From an optimization exercise on the open Yosys and OpenROAD flow, aimed at small area; shortcuts taken in it are not production practice.
In this exercise RTL edits were held to simulation tests only and were not proved equivalent to the original.
No activity file was given, so power comes from the tool's default toggle rates.

==> module regfile_scoreboard, before the edit <==
module regfile_scoreboard #(
    parameter int unsigned DWIDTH  = 32,
    parameter int unsigned NREGS   = 32,
    parameter int unsigned NRD     = 2,
    parameter logic [DWIDTH-1:0] SP_INIT = DWIDTH'(32'h0001_0000),
    localparam int unsigned AW     = $clog2(NREGS)
) (
    input  logic                  clk,
    input  logic                  rst,
    input  logic [NRD*AW-1:0]     rs_i,
    output logic [NRD*DWIDTH-1:0] rsdata_o,
    output logic [NRD-1:0]        rsbusy_o,
    input  logic                  iss_valid_i,
    input  logic [AW-1:0]         iss_rd_i,
    output logic                  iss_ready_o,
    input  logic                  wb_valid_i,
    input  logic [AW-1:0]         wb_rd_i,
    input  logic [DWIDTH-1:0]     wb_data_i,
    input  logic                  flush_i,
    output logic                  err_o
);
    localparam int unsigned NR = NREGS - 1;   
    logic [DWIDTH-1:0] regs_q [NREGS];
    logic [NREGS-1:0]  busy_q, busy_d;
    logic [NREGS-1:0]  wr_q;
    logic [NREGS-1:0]  wb_sel, iss_sel;
    logic              err_q, err_d;
    logic              wb_fire, claim_fire, iss_busy;
    always_comb begin
        for (int i = 0; i < NREGS; i++) begin
            wb_sel[i]  = wb_valid_i && (wb_rd_i == AW'(i)) && (i != 0);
            iss_sel[i] = (iss_rd_i == AW'(i)) && (i != 0);
        end
    end
    assign wb_fire = wb_valid_i && (wb_rd_i != '0);
    regfile_aoi_or #(.N(NR)) u_iss_busy (
        .s_i(iss_sel[NREGS-1:1]), .d_i(busy_q[NREGS-1:1]), .y_o(iss_busy)
    );
    assign iss_ready_o = !iss_busy || (wb_valid_i && (wb_rd_i == iss_rd_i));
    assign claim_fire  = iss_valid_i && iss_ready_o && (iss_rd_i != '0);
    assign err_o       = err_q;
    always_comb begin
        busy_d = busy_q;
        err_d  = err_q;
        if (wb_fire) begin
            busy_d[wb_rd_i] = 1'b0;
            if (!busy_q[wb_rd_i] && !flush_i) begin
                err_d = 1'b1;
            end
        end
        if (claim_fire) begin
            busy_d[iss_rd_i] = 1'b1;
        end
        if (flush_i) begin
            busy_d = '0;
        end
        busy_d[0] = 1'b0;
    end
    always_ff @(posedge clk or negedge rst) begin
        if (!rst) begin
            busy_q <= '0;
            wr_q   <= '0;
            err_q  <= 1'b0;
        end else begin
            busy_q <= busy_d;
            wr_q   <= wr_q | wb_sel;
            err_q  <= err_d;
        end
    end
    for (genvar i = 1; i < NREGS; i++) begin : g_reg
        always_ff @(posedge clk) begin
            if (wb_sel[i]) begin
                regs_q[i] <= wb_data_i;
            end
        end
    end
    for (genvar k = 0; k < NRD; k++) begin : g_rp
        logic [AW-1:0]    ra;
        logic [NREGS-1:0] rdec;    
        logic [NREGS-1:0] rsel;    
        logic             rsp;     
        assign ra = rs_i[k*AW +: AW];
        always_comb begin
            for (int i = 0; i < NREGS; i++) begin
                rdec[i] = (ra == AW'(i)) && (i != 0);
                rsel[i] = rdec[i] && wr_q[i];
            end
            rsp = rdec[2] && !wr_q[2];
        end
        regfile_aoi_or #(.N(NR)) u_busy (
            .s_i(rdec[NREGS-1:1]), .d_i(busy_q[NREGS-1:1]), .y_o(rsbusy_o[k])
        );
        for (genvar b = 0; b < DWIDTH; b++) begin : g_rb
            logic [NR-1:0] d;
            for (genvar i = 1; i < NREGS; i++) begin : g_d
                assign d[i-1] = regs_q[i][b];
            end
            if (SP_INIT[b]) begin : g_sp
                regfile_aoi_or #(.N(NR + 1)) u_or (
                    .s_i({rsp, rsel[NREGS-1:1]}), .d_i({1'b1, d}), .y_o(rsdata_o[k*DWIDTH + b])
                );
            end else begin : g_nsp
                regfile_aoi_or #(.N(NR)) u_or (
                    .s_i(rsel[NREGS-1:1]), .d_i(d), .y_o(rsdata_o[k*DWIDTH + b])
                );
            end
        end
    end
endmodule
Settings: LEC_CHECK=0, CAP_MARGIN=20, CORE_MARGIN=2, CORE_UTILIZATION=50, SLEW_MARGIN=20, SYNTH_HIERARCHICAL=1, SYNTH_MINIMUM_KEEP_SIZE=0, BUFFER_PORTS_ARGS=-buffer_cell sky130_fd_sc_hd__buf_1, CTS_ARGS=-sink_clustering_enable -repair_clock_nets -dont_use_dummy_load -buf_list sky130_fd_sc_hd__clkbuf_8 -sink_clustering_size 16 -sink_clustering_max_diameter 100; clock period 8.0 ns.
standard.sh (not shown) runs the stock make flow with config.mk's settings and CLKGATE_MAP_FILE= SYNTH_SCRIPT=/design/flow/synth_recipe.tcl, a recipe that flattens the netlist after the stock synthesis.
==> flow/flow/run.sh <==
#!/bin/bash
# The standard layout, with two changes:
#  - ports are buffered with the smallest buffer (buf_1) instead of the default pick;
#  - clock tree: larger sink clusters, clkbuf_8 only, no dummy loads.
set -euo pipefail
cat >> config.mk <<'C'
export BUFFER_PORTS_ARGS = -buffer_cell sky130_fd_sc_hd__buf_1
export CTS_ARGS = -sink_clustering_enable -repair_clock_nets -dont_use_dummy_load -buf_list sky130_fd_sc_hd__clkbuf_8 -sink_clustering_size 16 -sink_clustering_max_diameter 100
C
bash standard.sh > standard.log 2>&1
Rerun with:
--- a/flow/design.v
+++ b/flow/design.v
@@ -40,20 +40,14 @@
     assign claim_fire  = iss_valid_i && iss_ready_o && (iss_rd_i != '0);
     assign err_o       = err_q;
+    logic wb_busy;
+    regfile_aoi_or #(.N(NR)) u_wb_busy (
+        .s_i(wb_sel[NREGS-1:1]), .d_i(busy_q[NREGS-1:1]), .y_o(wb_busy)
+    );
     always_comb begin
-        busy_d = busy_q;
-        err_d  = err_q;
-        if (wb_fire) begin
-            busy_d[wb_rd_i] = 1'b0;
-            if (!busy_q[wb_rd_i] && !flush_i) begin
-                err_d = 1'b1;
-            end
+        busy_d[0] = 1'b0;
+        for (int i = 1; i < NREGS; i++) begin
+            busy_d[i] = !flush_i && ((busy_q[i] && !wb_sel[i]) || (claim_fire && iss_sel[i]));
         end
-        if (claim_fire) begin
-            busy_d[iss_rd_i] = 1'b1;
-        end
-        if (flush_i) begin
-            busy_d = '0;
-        end
-        busy_d[0] = 1'b0;
+        err_d = err_q || (wb_fire && !wb_busy && !flush_i);
     end
     always_ff @(posedge clk or negedge rst) begin
What happened: Worst hold slack hardly moves; global-route usage is higher by 4.1 points; core utilization is higher by 0.26 points; power hardly moves; clock skew is higher by 0.073 ns; synthesized area is lower by 0.73%; sequential power is about the same; clock power barely changes; wire length is higher by 8.9%; fmax is lower by 2.8%; cell count is lower by 1.8%; combinational power is lower by about 1%.

-- what the ideal ports hide --
The flow's constraints put no driver on any port. The routed layouts listed below were extracted and timed again, unchanged, in two steps. Step 1 assumes that a clkbuf_16 drives the clock port and a buf_2 every other input. Step 2 moves the port delays by t, midway between the first and last clock arrival at a register: inputs arrive t later, outputs are due t later. That takes back most of the time a late clock gives input paths. a / b / c = ideal ports / drivers / drivers and shift; a / b = the first two.
run | shift t [ns] | setup slack, ns | hold WS [ns] | slew at the worst register clock pin (ns)
the first run | 0.769 | 1.624 / 1.576 / 1.576 | 0.486 / 0.486 / 0.486 | 0.11 / 0.11
the second run | 0.751 | 1.439 / 1.411 / 1.411 | 0.489 / 0.489 / 0.489 | 0.11 / 0.11
After both steps setup and hold are still met in every run listed. For the first run, which loses most, drivers alone change the setup slack by -0.048 ns; drivers and shift together by -0.048 ns.
